Source: an optimization exercise on an open RTL-to-GDS flow (aim: small area and few clock cycles per item). Production flows keep margins and buffers that such runs may drop.
Where RTL was checked, it was by simulation tests only, not by an equivalence proof against the original.
The RTL of run 2 was laid out without a check of its function.

## flow/design.v (module list and top-level ports; edited modules follow where they fit)
// module gaze_smoothed_zoom_crop_top: 1632 lines
// module gszc_fa: 4 lines
// module gszc_ha: 4 lines
// module gszc_han: 4 lines
module gaze_smoothed_zoom_crop_top (
	input  wire logic                                 clk,
	input  wire logic                                 arst_n,
	input  wire logic                                 gaze_valid,
	output wire logic                                 gaze_ready,
	input  wire logic signed [gszc_pkg::GAZE_W-1:0]   gaze_x,
	input  wire logic signed [gszc_pkg::GAZE_W-1:0]   gaze_y,
	input  wire logic                                 cfg_valid,
	output wire logic                                 cfg_ready,
	input  wire logic [gszc_pkg::CFG_IDX_W-1:0]       cfg_index,
	input  wire logic [gszc_pkg::CROP_W-1:0]          cfg_data,
	output wire logic                                 result_valid,
	input  wire logic                                 result_ready,
	output logic signed [gszc_pkg::GAZE_W-1:0]        result_center_x,
	output logic signed [gszc_pkg::GAZE_W-1:0]        result_center_y,
	output logic        [gszc_pkg::CROP_W-1:0]        result_crop_width,
	output logic        [gszc_pkg::CROP_W-1:0]        result_crop_height,
	output logic signed [gszc_pkg::CORNER_W-1:0]      result_corner_x,
	output logic signed [gszc_pkg::CORNER_W-1:0]      result_corner_y
);
  // ...
==> flow/run.sh <==
#!/bin/bash
# synth_recipe.tcl (not shown) runs the flow's synth.tcl, then flattens the netlist and writes it again
# the make line also repeats each setting of config.mk as NAME=value (left out here)
make -C /OpenROAD-flow-scripts/flow DESIGN_CONFIG=/design/flow/config.mk WORK_HOME=/design/flow/orfs CLKGATE_MAP_FILE= SYNTH_SCRIPT=/design/flow/synth_recipe.tcl finish
==> flow/config.mk <==
export PLATFORM = sky130hd
export DESIGN_NAME = gaze_smoothed_zoom_crop_top
export DESIGN_NICKNAME = gaze_smoothed_zoom_crop_top
export VERILOG_FILES = /design/flow/design.v
export SDC_FILE = /design/flow/constraint.sdc
export NUM_CORES = 4
export LEC_CHECK = 0
export CAP_MARGIN = 20
export CORE_MARGIN = 2
export CORE_UTILIZATION = 40
export CTS_CLUSTER_DIAMETER = 100
export CTS_CLUSTER_SIZE = 30
export SLEW_MARGIN = 20
export SYNTH_HIERARCHICAL = 1
export SYNTH_MINIMUM_KEEP_SIZE = 0
==> flow/constraint.sdc <==
create_clock -name core_clock -period 9.0 [get_ports {clk}]
set_input_delay 1.8000 -clock core_clock [delete_from_list [all_inputs] [get_ports {clk}]]
set_output_delay 1.8000 -clock core_clock [all_outputs]
set_load 0.01 [all_outputs]
==> results.toml, run 1 <==
[run_status]
status = "finished clean"

[yosys]
async_flop_share_pct = 21.2
syn_avg_cell_area_um2 = 12.8
yosys-top-cells-count = "584 x fa_1, 404 x edfxtp_1, 377 x ha_1, 275 x and2_1, 193 x inv_1"
synth_area_leader_cell = "edfxtp_1"
synth.most_common_cell = "fa_1"
synth_seq_area_share_pct = 36.2
synth_edf_count = 404

[grt]
grt_use_met3_pct = 2.04
grt_pass1_vias = 26600
top_usage_layer = "met2"

[setup_path]
path_buf_inv = 2
worstPathRequired_ns = 9.39
r2r-end = "p_h_s3[18]"
critPathMaxFanout = 9
critPathArrivalTime_ns = 8.47
crit_path_end_kind = "flip-flop"

[final_layout]
mostFrequentLayoutCell = "fa_1"
bufAreaShareNonClock_pct = 3.15
syn_to_final_growth_pct = 10.1
sh_seq_area_pct = 32.9
design.seq.count = 546
biggestRegsByFlops = "win_x_q x130, win_y_q x130"
finish.instance_area_um2 = 47400
inv_count = 194

[placement]
dp_slack_ns = 0.986
io_buffers = 126

[sta]
relSlewSlack_pct = 27.0

[min_path]
hold_depth = 0

[floorplan]
core_um2 = 107000
die_w_um = 332
die_y_um = 332
initial_utilization_pct = 40.3
tapCellCount = 1403

[routing]
wire_per_inst_um = 18.2
Testbench counts, summed over its fixed seeds: cycles 9,632, items 9,528.
==> run 2, diff against run 1 <==
--- a/flow/design.v
+++ b/flow/design.v
@@ -1043,19 +1043,35 @@
 	wire wmul_249, wmul_250;
 	gszc_fa u_wmul_249 (.a(wmul_213), .b(wmul_170), .c(wmul_212), .s(wmul_249), .co(wmul_250));
 	wire wmul_251, wmul_252;
 	gszc_fa u_wmul_251 (.a(wmul_215), .b(wmul_174), .c(wmul_214), .s(wmul_251), .co(wmul_252));
 	wire wmul_253, wmul_254;
 	gszc_fa u_wmul_253 (.a(wmul_217), .b(wmul_178), .c(wmul_216), .s(wmul_253), .co(wmul_254));
 	wire wmul_255, wmul_256;
 	gszc_fa u_wmul_255 (.a(wmul_219), .b(wmul_182), .c(wmul_218), .s(wmul_255), .co(wmul_256));
-	wire [19:0] wmul_257 = {1'b0, wmul_255, wmul_253, wmul_251, wmul_249, wmul_247, wmul_245, wmul_243, wmul_241, wmul_239, wmul_237, wmul_235, wmul_233, wmul_231, wmul_229, wmul_227, wmul_225, wmul_223, wmul_221, (move_b[0] & mag_w[0])} + {1'b0, wmul_254, wmul_252, wmul_250, wmul_248, wmul_246, wmul_244, wmul_242, wmul_240, wmul_238, wmul_236, wmul_234, wmul_232, wmul_230, wmul_228, wmul_226, wmul_224, wmul_222, (move_b[1] & neg_w), (move_b[0] & neg_w)};
-	assign p_w_b = wmul_257[18:0];
-	assign wmul_co = wmul_257[19];
+	wire wmul_257, wmul_258;
+	gszc_ha u_wmul_257 (.a((move_b[0] & mag_w[0])), .b((move_b[0] & neg_w)), .s(wmul_257), .co(wmul_258));
+	wire wmul_259, wmul_260;
+	gszc_fa u_wmul_259 (.a(wmul_221), .b((move_b[1] & neg_w)), .c(wmul_258), .s(wmul_259), .co(wmul_260));
+	wire wmul_261, wmul_262;
+	gszc_fa u_wmul_261 (.a(wmul_223), .b(wmul_222), .c(wmul_260), .s(wmul_261), .co(wmul_262));
+	wire wmul_263, wmul_264;
+	gszc_fa u_wmul_263 (.a(wmul_225), .b(wmul_224), .c(wmul_262), .s(wmul_263), .co(wmul_264));
+	wire wmul_265, wmul_266;
+	gszc_fa u_wmul_265 (.a(wmul_227), .b(wmul_226), .c(wmul_264), .s(wmul_265), .co(wmul_266));
+	wire wmul_267, wmul_268;
+	gszc_fa u_wmul_267 (.a(wmul_229), .b(wmul_228), .c(wmul_266), .s(wmul_267), .co(wmul_268));
+	wire wmul_269, wmul_270;
+	gszc_fa u_wmul_269 (.a(wmul_231), .b(wmul_230), .c(wmul_268), .s(wmul_269), .co(wmul_270));
+	wire wmul_271, wmul_272;
+	gszc_fa u_wmul_271 (.a(wmul_233), .b(wmul_232), .c(wmul_270), .s(wmul_271), .co(wmul_272));
+	wire [11:0] wmul_273 = {1'b0, wmul_255, wmul_253, wmul_251, wmul_249, wmul_247, wmul_245, wmul_243, wmul_241, wmul_239, wmul_237, wmul_235} + {1'b0, wmul_254, wmul_252, wmul_250, wmul_248, wmul_246, wmul_244, wmul_242, wmul_240, wmul_238, wmul_236, wmul_234} + 12'(wmul_272);
+	assign p_w_b = {wmul_273[10], wmul_273[9], wmul_273[8], wmul_273[7], wmul_273[6], wmul_273[5], wmul_273[4], wmul_273[3], wmul_273[2], wmul_273[1], wmul_273[0], wmul_271, wmul_269, wmul_267, wmul_265, wmul_263, wmul_261, wmul_259, wmul_257};
+	assign wmul_co = wmul_273[11];
 	assign ovf_w_b = (move_b[13] & mag_w[6]) | (move_b[12] & mag_w[7]) | (move_b[13] & mag_w[7]) | (move_b[11] & mag_w[8]) | (move_b[12] & mag_w[8]) | (move_b[13] & mag_w[8]) | (move_b[10] & mag_w[9]) | (move_b[11] & mag_w[9]) | (move_b[12] & mag_w[9]) | (move_b[13] & mag_w[9]) | (move_b[9] & mag_w[10]) | (move_b[10] & mag_w[10]) | (move_b[11] & mag_w[10]) | (move_b[12] & mag_w[10]) | (move_b[13] & mag_w[10]) | (move_b[8] & mag_w[11]) | (move_b[9] & mag_w[11]) | (move_b[10] & mag_w[11]) | (move_b[11] & mag_w[11]) | (move_b[12] & mag_w[11]) | (move_b[13] & mag_w[11]) | wmul_122 | wmul_124 | wmul_184 | wmul_186 | wmul_220 | wmul_256 | wmul_co;
 	wire hmul_co;
 	wire hmul_1, hmul_2;
 	gszc_ha u_hmul_1 (.a((move_b[8] & mag_h[0])), .b((move_b[7] & mag_h[1])), .s(hmul_1), .co(hmul_2));
 	wire hmul_3, hmul_4;
 	gszc_fa u_hmul_3 (.a((move_b[9] & mag_h[0])), .b((move_b[8] & mag_h[1])), .c((move_b[7] & mag_h[2])), .s(hmul_3), .co(hmul_4));
 	wire hmul_5, hmul_6;
 	gszc_ha u_hmul_5 (.a((move_b[6] & mag_h[3])), .b((move_b[5] & mag_h[4])), .s(hmul_5), .co(hmul_6));
@@ -1304,19 +1320,35 @@
 	wire hmul_249, hmul_250;
 	gszc_fa u_hmul_249 (.a(hmul_213), .b(hmul_170), .c(hmul_212), .s(hmul_249), .co(hmul_250));
 	wire hmul_251, hmul_252;
 	gszc_fa u_hmul_251 (.a(hmul_215), .b(hmul_174), .c(hmul_214), .s(hmul_251), .co(hmul_252));
 	wire hmul_253, hmul_254;
 	gszc_fa u_hmul_253 (.a(hmul_217), .b(hmul_178), .c(hmul_216), .s(hmul_253), .co(hmul_254));
 	wire hmul_255, hmul_256;
 	gszc_fa u_hmul_255 (.a(hmul_219), .b(hmul_182), .c(hmul_218), .s(hmul_255), .co(hmul_256));
-	wire [19:0] hmul_257 = {1'b0, hmul_255, hmul_253, hmul_251, hmul_249, hmul_247, hmul_245, hmul_243, hmul_241, hmul_239, hmul_237, hmul_235, hmul_233, hmul_231, hmul_229, hmul_227, hmul_225, hmul_223, hmul_221, (move_b[0] & mag_h[0])} + {1'b0, hmul_254, hmul_252, hmul_250, hmul_248, hmul_246, hmul_244, hmul_242, hmul_240, hmul_238, hmul_236, hmul_234, hmul_232, hmul_230, hmul_228, hmul_226, hmul_224, hmul_222, (move_b[1] & neg_h), (move_b[0] & neg_h)};
-	assign p_h_b = hmul_257[18:0];
-	assign hmul_co = hmul_257[19];
+	wire hmul_257, hmul_258;
+	gszc_ha u_hmul_257 (.a((move_b[0] & mag_h[0])), .b((move_b[0] & neg_h)), .s(hmul_257), .co(hmul_258));
+	wire hmul_259, hmul_260;
+	gszc_fa u_hmul_259 (.a(hmul_221), .b((move_b[1] & neg_h)), .c(hmul_258), .s(hmul_259), .co(hmul_260));
+	wire hmul_261, hmul_262;
+	gszc_fa u_hmul_261 (.a(hmul_223), .b(hmul_222), .c(hmul_260), .s(hmul_261), .co(hmul_262));
+	wire hmul_263, hmul_264;
+	gszc_fa u_hmul_263 (.a(hmul_225), .b(hmul_224), .c(hmul_262), .s(hmul_263), .co(hmul_264));
+	wire hmul_265, hmul_266;
+	gszc_fa u_hmul_265 (.a(hmul_227), .b(hmul_226), .c(hmul_264), .s(hmul_265), .co(hmul_266));
+	wire hmul_267, hmul_268;
+	gszc_fa u_hmul_267 (.a(hmul_229), .b(hmul_228), .c(hmul_266), .s(hmul_267), .co(hmul_268));
+	wire hmul_269, hmul_270;
+	gszc_fa u_hmul_269 (.a(hmul_231), .b(hmul_230), .c(hmul_268), .s(hmul_269), .co(hmul_270));
+	wire hmul_271, hmul_272;
+	gszc_fa u_hmul_271 (.a(hmul_233), .b(hmul_232), .c(hmul_270), .s(hmul_271), .co(hmul_272));
+	wire [11:0] hmul_273 = {1'b0, hmul_255, hmul_253, hmul_251, hmul_249, hmul_247, hmul_245, hmul_243, hmul_241, hmul_239, hmul_237, hmul_235} + {1'b0, hmul_254, hmul_252, hmul_250, hmul_248, hmul_246, hmul_244, hmul_242, hmul_240, hmul_238, hmul_236, hmul_234} + 12'(hmul_272);
+	assign p_h_b = {hmul_273[10], hmul_273[9], hmul_273[8], hmul_273[7], hmul_273[6], hmul_273[5], hmul_273[4], hmul_273[3], hmul_273[2], hmul_273[1], hmul_273[0], hmul_271, hmul_269, hmul_267, hmul_265, hmul_263, hmul_261, hmul_259, hmul_257};
+	assign hmul_co = hmul_273[11];
 	assign ovf_h_b = (move_b[13] & mag_h[6]) | (move_b[12] & mag_h[7]) | (move_b[13] & mag_h[7]) | (move_b[11] & mag_h[8]) | (move_b[12] & mag_h[8]) | (move_b[13] & mag_h[8]) | (move_b[10] & mag_h[9]) | (move_b[11] & mag_h[9]) | (move_b[12] & mag_h[9]) | (move_b[13] & mag_h[9]) | (move_b[9] & mag_h[10]) | (move_b[10] & mag_h[10]) | (move_b[11] & mag_h[10]) | (move_b[12] & mag_h[10]) | (move_b[13] & mag_h[10]) | (move_b[8] & mag_h[11]) | (move_b[9] & mag_h[11]) | (move_b[10] & mag_h[11]) | (move_b[11] & mag_h[11]) | (move_b[12] & mag_h[11]) | (move_b[13] & mag_h[11]) | hmul_122 | hmul_124 | hmul_184 | hmul_186 | hmul_220 | hmul_256 | hmul_co;
 	always_ff @(posedge clk or negedge arst_n) begin
 		if (!arst_n) v_s3 <= 1'b0;
 		else if (rdy_s3) v_s3 <= v_s2;
 	end
 	always_ff @(posedge clk) begin
 		if (rdy_s3 && v_s2) begin
 			cx_s3    <= cx_s2;
@@ -1479,18 +1511,34 @@
 	wire wdiv_147, wdiv_148;
 	gszc_fa u_wdiv_147 (.a(wdiv_107), .b(1'b1), .c(wdiv_106), .s(wdiv_147), .co(wdiv_148));
 	wire wdiv_149, wdiv_150;
 	gszc_fa u_wdiv_149 (.a(wdiv_109), .b(1'b1), .c(wdiv_108), .s(wdiv_149), .co(wdiv_150));
 	wire wdiv_151, wdiv_152;
 	gszc_fa u_wdiv_151 (.a(p_w_s3[17]), .b(1'b1), .c(wdiv_110), .s(wdiv_151), .co(wdiv_152));
 	wire wdiv_153, wdiv_154;
 	gszc_ha u_wdiv_153 (.a(p_w_s3[18]), .b(1'b1), .s(wdiv_153), .co(wdiv_154));
-	wire [35:0] wdiv_155 = {1'b0, 1'b1, wdiv_153, wdiv_151, wdiv_149, wdiv_147, wdiv_145, wdiv_143, wdiv_141, wdiv_139, wdiv_137, wdiv_135, wdiv_133, wdiv_131, wdiv_129, wdiv_127, wdiv_125, wdiv_123, wdiv_121, wdiv_119, wdiv_117, wdiv_115, wdiv_113, wdiv_111, 1'b0, 1'b0, 1'b0, 1'b0, 1'b0, 1'b0, 1'b1, 1'b0, 1'b1, 1'b0, 1'b0, 1'b1} + {1'b0, wdiv_154, wdiv_152, wdiv_150, wdiv_148, wdiv_146, wdiv_144, wdiv_142, wdiv_140, wdiv_138, wdiv_136, wdiv_134, wdiv_132, wdiv_130, wdiv_128, wdiv_126, wdiv_124, wdiv_122, wdiv_120, wdiv_118, wdiv_116, wdiv_114, wdiv_112, neg_w, 1'b0, 1'b0, 1'b0, 1'b0, 1'b0, 1'b0, 1'b0, 1'b0, 1'b0, 1'b0, 1'b0, 1'b0};
-	assign q_w = wdiv_155[34:22];
+	wire wdiv_155, wdiv_156;
+	gszc_ha u_wdiv_155 (.a(wdiv_111), .b(neg_w), .s(wdiv_155), .co(wdiv_156));
+	wire wdiv_157, wdiv_158;
+	gszc_fa u_wdiv_157 (.a(wdiv_113), .b(wdiv_112), .c(wdiv_156), .s(wdiv_157), .co(wdiv_158));
+	wire wdiv_159, wdiv_160;
+	gszc_fa u_wdiv_159 (.a(wdiv_115), .b(wdiv_114), .c(wdiv_158), .s(wdiv_159), .co(wdiv_160));
+	wire wdiv_161, wdiv_162;
+	gszc_fa u_wdiv_161 (.a(wdiv_117), .b(wdiv_116), .c(wdiv_160), .s(wdiv_161), .co(wdiv_162));
+	wire wdiv_163, wdiv_164;
+	gszc_fa u_wdiv_163 (.a(wdiv_119), .b(wdiv_118), .c(wdiv_162), .s(wdiv_163), .co(wdiv_164));
+	wire wdiv_165, wdiv_166;
+	gszc_fa u_wdiv_165 (.a(wdiv_121), .b(wdiv_120), .c(wdiv_164), .s(wdiv_165), .co(wdiv_166));
+	wire wdiv_167, wdiv_168;
+	gszc_fa u_wdiv_167 (.a(wdiv_123), .b(wdiv_122), .c(wdiv_166), .s(wdiv_167), .co(wdiv_168));
+	wire wdiv_169, wdiv_170;
+	gszc_fa u_wdiv_169 (.a(wdiv_125), .b(wdiv_124), .c(wdiv_168), .s(wdiv_169), .co(wdiv_170));
+	wire [15:0] wdiv_171 = {1'b0, 1'b1, wdiv_153, wdiv_151, wdiv_149, wdiv_147, wdiv_145, wdiv_143, wdiv_141, wdiv_139, wdiv_137, wdiv_135, wdiv_133, wdiv_131, wdiv_129, wdiv_127} + {1'b0, wdiv_154, wdiv_152, wdiv_150, wdiv_148, wdiv_146, wdiv_144, wdiv_142, wdiv_140, wdiv_138, wdiv_136, wdiv_134, wdiv_132, wdiv_130, wdiv_128, wdiv_126} + 16'(wdiv_170);
+	assign q_w = {wdiv_171[14], wdiv_171[13], wdiv_171[12], wdiv_171[11], wdiv_171[10], wdiv_171[9], wdiv_171[8], wdiv_171[7], wdiv_171[6], wdiv_171[5], wdiv_171[4], wdiv_171[3], wdiv_171[2]};
 	wire hdiv_1, hdiv_2;
 	gszc_ha u_hdiv_1 (.a(p_h_s3[0]), .b(p_h_s3[2]), .s(hdiv_1), .co(hdiv_2));
 	wire hdiv_3, hdiv_4;
 	gszc_fa u_hdiv_3 (.a(p_h_s3[1]), .b(p_h_s3[3]), .c(p_h_s3[6]), .s(hdiv_3), .co(hdiv_4));
 	wire hdiv_5, hdiv_6;
 	gszc_fa u_hdiv_5 (.a(p_h_s3[2]), .b(p_h_s3[4]), .c(p_h_s3[7]), .s(hdiv_5), .co(hdiv_6));
 	wire hdiv_7, hdiv_8;
 	gszc_fa u_hdiv_7 (.a(p_h_s3[3]), .b(p_h_s3[5]), .c(p_h_s3[8]), .s(hdiv_7), .co(hdiv_8));
@@ -1635,18 +1683,34 @@
 	wire hdiv_147, hdiv_148;
 	gszc_fa u_hdiv_147 (.a(hdiv_107), .b(1'b1), .c(hdiv_106), .s(hdiv_147), .co(hdiv_148));
 	wire hdiv_149, hdiv_150;
 	gszc_fa u_hdiv_149 (.a(hdiv_109), .b(1'b1), .c(hdiv_108), .s(hdiv_149), .co(hdiv_150));
 	wire hdiv_151, hdiv_152;
 	gszc_fa u_hdiv_151 (.a(p_h_s3[17]), .b(1'b1), .c(hdiv_110), .s(hdiv_151), .co(hdiv_152));
 	wire hdiv_153, hdiv_154;
 	gszc_ha u_hdiv_153 (.a(p_h_s3[18]), .b(1'b1), .s(hdiv_153), .co(hdiv_154));
-	wire [35:0] hdiv_155 = {1'b0, 1'b1, hdiv_153, hdiv_151, hdiv_149, hdiv_147, hdiv_145, hdiv_143, hdiv_141, hdiv_139, hdiv_137, hdiv_135, hdiv_133, hdiv_131, hdiv_129, hdiv_127, hdiv_125, hdiv_123, hdiv_121, hdiv_119, hdiv_117, hdiv_115, hdiv_113, hdiv_111, 1'b0, 1'b0, 1'b0, 1'b0, 1'b0, 1'b0, 1'b1, 1'b0, 1'b1, 1'b0, 1'b0, 1'b1} + {1'b0, hdiv_154, hdiv_152, hdiv_150, hdiv_148, hdiv_146, hdiv_144, hdiv_142, hdiv_140, hdiv_138, hdiv_136, hdiv_134, hdiv_132, hdiv_130, hdiv_128, hdiv_126, hdiv_124, hdiv_122, hdiv_120, hdiv_118, hdiv_116, hdiv_114, hdiv_112, neg_h, 1'b0, 1'b0, 1'b0, 1'b0, 1'b0, 1'b0, 1'b0, 1'b0, 1'b0, 1'b0, 1'b0, 1'b0};
-	assign q_h = hdiv_155[34:22];
+	wire hdiv_155, hdiv_156;
+	gszc_ha u_hdiv_155 (.a(hdiv_111), .b(neg_h), .s(hdiv_155), .co(hdiv_156));
+	wire hdiv_157, hdiv_158;
+	gszc_fa u_hdiv_157 (.a(hdiv_113), .b(hdiv_112), .c(hdiv_156), .s(hdiv_157), .co(hdiv_158));
+	wire hdiv_159, hdiv_160;
+	gszc_fa u_hdiv_159 (.a(hdiv_115), .b(hdiv_114), .c(hdiv_158), .s(hdiv_159), .co(hdiv_160));
+	wire hdiv_161, hdiv_162;
+	gszc_fa u_hdiv_161 (.a(hdiv_117), .b(hdiv_116), .c(hdiv_160), .s(hdiv_161), .co(hdiv_162));
+	wire hdiv_163, hdiv_164;
+	gszc_fa u_hdiv_163 (.a(hdiv_119), .b(hdiv_118), .c(hdiv_162), .s(hdiv_163), .co(hdiv_164));
+	wire hdiv_165, hdiv_166;
+	gszc_fa u_hdiv_165 (.a(hdiv_121), .b(hdiv_120), .c(hdiv_164), .s(hdiv_165), .co(hdiv_166));
+	wire hdiv_167, hdiv_168;
+	gszc_fa u_hdiv_167 (.a(hdiv_123), .b(hdiv_122), .c(hdiv_166), .s(hdiv_167), .co(hdiv_168));
+	wire hdiv_169, hdiv_170;
+	gszc_fa u_hdiv_169 (.a(hdiv_125), .b(hdiv_124), .c(hdiv_168), .s(hdiv_169), .co(hdiv_170));
+	wire [15:0] hdiv_171 = {1'b0, 1'b1, hdiv_153, hdiv_151, hdiv_149, hdiv_147, hdiv_145, hdiv_143, hdiv_141, hdiv_139, hdiv_137, hdiv_135, hdiv_133, hdiv_131, hdiv_129, hdiv_127} + {1'b0, hdiv_154, hdiv_152, hdiv_150, hdiv_148, hdiv_146, hdiv_144, hdiv_142, hdiv_140, hdiv_138, hdiv_136, hdiv_134, hdiv_132, hdiv_130, hdiv_128, hdiv_126} + 16'(hdiv_170);
+	assign q_h = {hdiv_171[14], hdiv_171[13], hdiv_171[12], hdiv_171[11], hdiv_171[10], hdiv_171[9], hdiv_171[8], hdiv_171[7], hdiv_171[6], hdiv_171[5], hdiv_171[4], hdiv_171[3], hdiv_171[2]};
 	assign t_w = neg_w ? {2'b0, max_w_q} - {1'b0, q_w} : {2'b0, max_w_q} + {1'b0, q_w};
 	assign t_h = neg_h ? {2'b0, max_h_q} - {1'b0, q_h} : {2'b0, max_h_q} + {1'b0, q_h};
 	assign cw_c = neg_w ? ((ovf_w_s3 || t_w[CW+1]) ? '0 : t_w[CW-1:0])
 	                    : ((ovf_w_s3 || t_w[CW+1] || t_w[CW]) ? {CW{1'b1}} : t_w[CW-1:0]);
 	assign ch_c = neg_h ? ((ovf_h_s3 || t_h[CW+1]) ? '0 : t_h[CW-1:0])
 	                    : ((ovf_h_s3 || t_h[CW+1] || t_h[CW]) ? {CW{1'b1}} : t_h[CW-1:0]);
 	always_ff @(posedge clk or negedge arst_n) begin
 		if (!arst_n) v_s4 <= 1'b0;
==> results.toml, run 2 <==
[clock_tree]
numCtsBuffers = 29
clkTransAtPathRegs_ns = 0.11
cts.sinks = 546
h-tree-depth = 1
root_buffer = "clkbuf_16"
cts_tree = "yes"
clk_latency_ns = 0.67
cts_buffer_depth = 3
postCtsHoldBufs = 0

[run_status]
status = "finished clean"

[sta]
fin_crit_ns = 8.70
tns_ns = 0
setup_viol = 0
timing.final.crit_share_pct = 96.7
slew_violations = 0
hold_violations = 0
relSlewSlack_pct = 29.9
fmax_mhz = 115
rsz0062_at_grt = "yes"
clock_skew_ns = 0.0571
tightest_slew_ns = 1.05

[final_layout]
syn_to_final_growth_pct = 11.6
post-route-util_pct = 45.1
fill_cells = 9697
seq_area_um2 = 15600
layout-drive-gt1-share_pct = 8.11
layoutNonFillerInstCount = 4907
multi_input_area_um2 = 26600
final_nets = 4500
biggestRegsByFlops = "win_x_q x130, win_y_q x130"
mostFrequentLayoutCell = "fa_1"
layout_common_cells = "606 x fa_1, 404 x edfxtp_1, 348 x ha_1"

[grt]
grt_pass1_wl_mm = 142
antenna_found_initial = 2
grt_pass1_vias = 26200
grt_usage_pct = 16.5
overflow = 0
grt_max_degree = 110

[routing]
drtPass1Iterations = 5
viasPerCell = 5.01
wl_mm = 88.0
vias = 24600
postRouteAntennaNets = 0
wire_per_inst_um = 17.9
drt-initial-drc-count = 1289
drc_errors = 0

[yosys]
synth.most_common_cell = "fa_1"
synth.distinct_cells = 87
yosys-top-cells-count = "614 x fa_1, 404 x edfxtp_1, 349 x ha_1, 306 x and2_1, 199 x inv_1"
synth_seq_area_share_pct = 36.4
synth_area_leader_cell = "fa_1"
ys_seq_elements = 546
syn_avg_cell_area_um2 = 13.0
async_flop_share_pct = 21.2
synthTopCellsByArea = "fa_1 29%, edfxtp_1 28%, ha_1 10%"
synth_top_area_share_pct = 28.7
syn_inst = 3282
yosys_warnings = 11
synth_edf_count = 404
synth_area_um2 = 42800
ys.flop_type = "edfxtp_1"

[placement]
gp_congestion = 0.834
io_buffers = 126
hpwl_mm = 67.9
dp_cells = 4838

[setup_path]
critPathMaxFanout = 6
crit_family = "adder cells"
crit_path_start_kind = "flip-flop"
worstPathRequired_ns = 9.41
criticalPathCategory = "flip-flop to flip-flop"
crit_top_cell = "fa_2"
path_buf_inv = 2
crit_slowest_cell = "or4_4"
critPathArrivalTime_ns = 9.12
crit_path_end_kind = "flip-flop"
slowest_delay_ns = 0.54

[min_path]
hold_class = "flip-flop to flip-flop"

[job]
cap_violations = 0

[floorplan]
pin_count = 128
die_w_um = 331
die_y_um = 331
die-area_um2 = 110000
core.rowCount = 119
initial_utilization_pct = 40.4
core_um2 = 106000
==> run 2: area by class of cell <==
type / count / area share, %
diodes: 3 / 0.0157
clock buffers: 39 / 1.60
clock inverters: 15 / 0.614
inverters: 199 / 1.58
multi-input cells: 2496 / 55.7
flip-flops and latches: 546 / 32.6
well taps: 1391 / 3.65
repair buffers: 218 / 4.22
==> run 2: kinds of logic (layout without fill, tap and decap cells) <==
logic type               after synthesis  after routing  share of synthesized area, %
buffers and inverters                286            471                          2.56
other                                  1             50                       0.00877
AND/OR/NAND/NOR                      819            819                          10.1
multiplexers                          61             61                          1.60
AO/OA/AOI/OAI                        408            408                          6.27
flip-flops                           546            546                          36.4
adder cells (fa/ha/maj)              963            963                          39.0
XOR/XNOR                             198            198                          4.07
==> run 2: path summary, 6_finish.rpt <==
| check | from | end | slack [ns] | cells after the start |
|---|---|---|---|---|
| worst max-delay path | p_w_s3[3] | cw_s4[9] | 0.30 | 29 |
| worst min-delay path | win_y_q[4][4] | win_y_q[3][4] | 0.39 | 0 |
| worst max register to register | p_w_s3[3] | cw_s4[9] | 0.30 | 29 |
| worst min register to register | win_y_q[4][4] | win_y_q[3][4] | 0.39 | 0 |
| max in group asynchronous | arst_n | sum_y_q[12] | 6.29 | 3 |
| min in group asynchronous | arst_n | sum_x_q[9] | 0.97 | 1 |
==> run 2: Yosys stat by module (local to each module, per instance) <==
module                       cell area [µm²]  copies in the design
gszc_fa                                 20.0                   598
gaze_smoothed_zoom_crop_top            28900                     1
gszc_ha                                 12.5                   148
==> run 2: timing repair <==
| action | 4_1_cts | 5_1_grt |
|---|---|---|
| pin swaps | 3 | 28 |
| gates resized for setup | 6 | 56 |
| setup endpoints to repair | 22 | 26 |
| buffers inserted | 2 | 9 |
| cloned | 0 | 1 |
==> run 2: per-stage QoR <==
stage / hold WS [ns] / setup WS [ns] / cell area [µm²]
5_1_grt: 0.381 / -0.121 / 47700
4_1_cts: 0.377 / 0.0297 / 47400
3_3_place_gp: 0.401 / -0.174 / 46300
3_5_place_dp: 0.405 / -0.266 / 46300
6_report: 0.394 / 0.297 / 47700
2_1_floorplan: 0.400 / 0.207 / 42900
==> run 2: routing by layer <==
metal | GRT usage [%] | vias up | part of all wire, %
met5 | 0 | - | 0
met4 | 3.70 | 0 | 2.3
met3 | 1.69 | 83 | 3.1
met2 | 28.1 | 321 | 49
met1 | 23.0 | 12700 | 46
li1 | - | 11500 | -

## afterwards: timing with drivers on the ports
The flow's constraints put no driver on any port. The routed layouts listed below were extracted and timed again, unchanged, in two steps. Step 1: set_driving_cell puts a clkbuf_16 on clk and a buf_2 on each other input, an assumption about the parent block. Step 2 adds t to the input delays and takes it off the output delays; t is the mean of the earliest and latest rising clock arrival at the registers after step 1. Input paths then give back, and output paths get back, about the clock's delay inside the block. a / b / c = ideal ports / drivers / drivers and shift; a / b = the first two.
run	t, ns	slack for setup (ns)	worst data-port slew with drivers (ns)
run 1	0.714	0.913 / 0.913 / 0.913	0.07
run 2	0.705	0.297 / 0.297 / 0.297	0.05
After both steps every run listed still meets setup and hold.
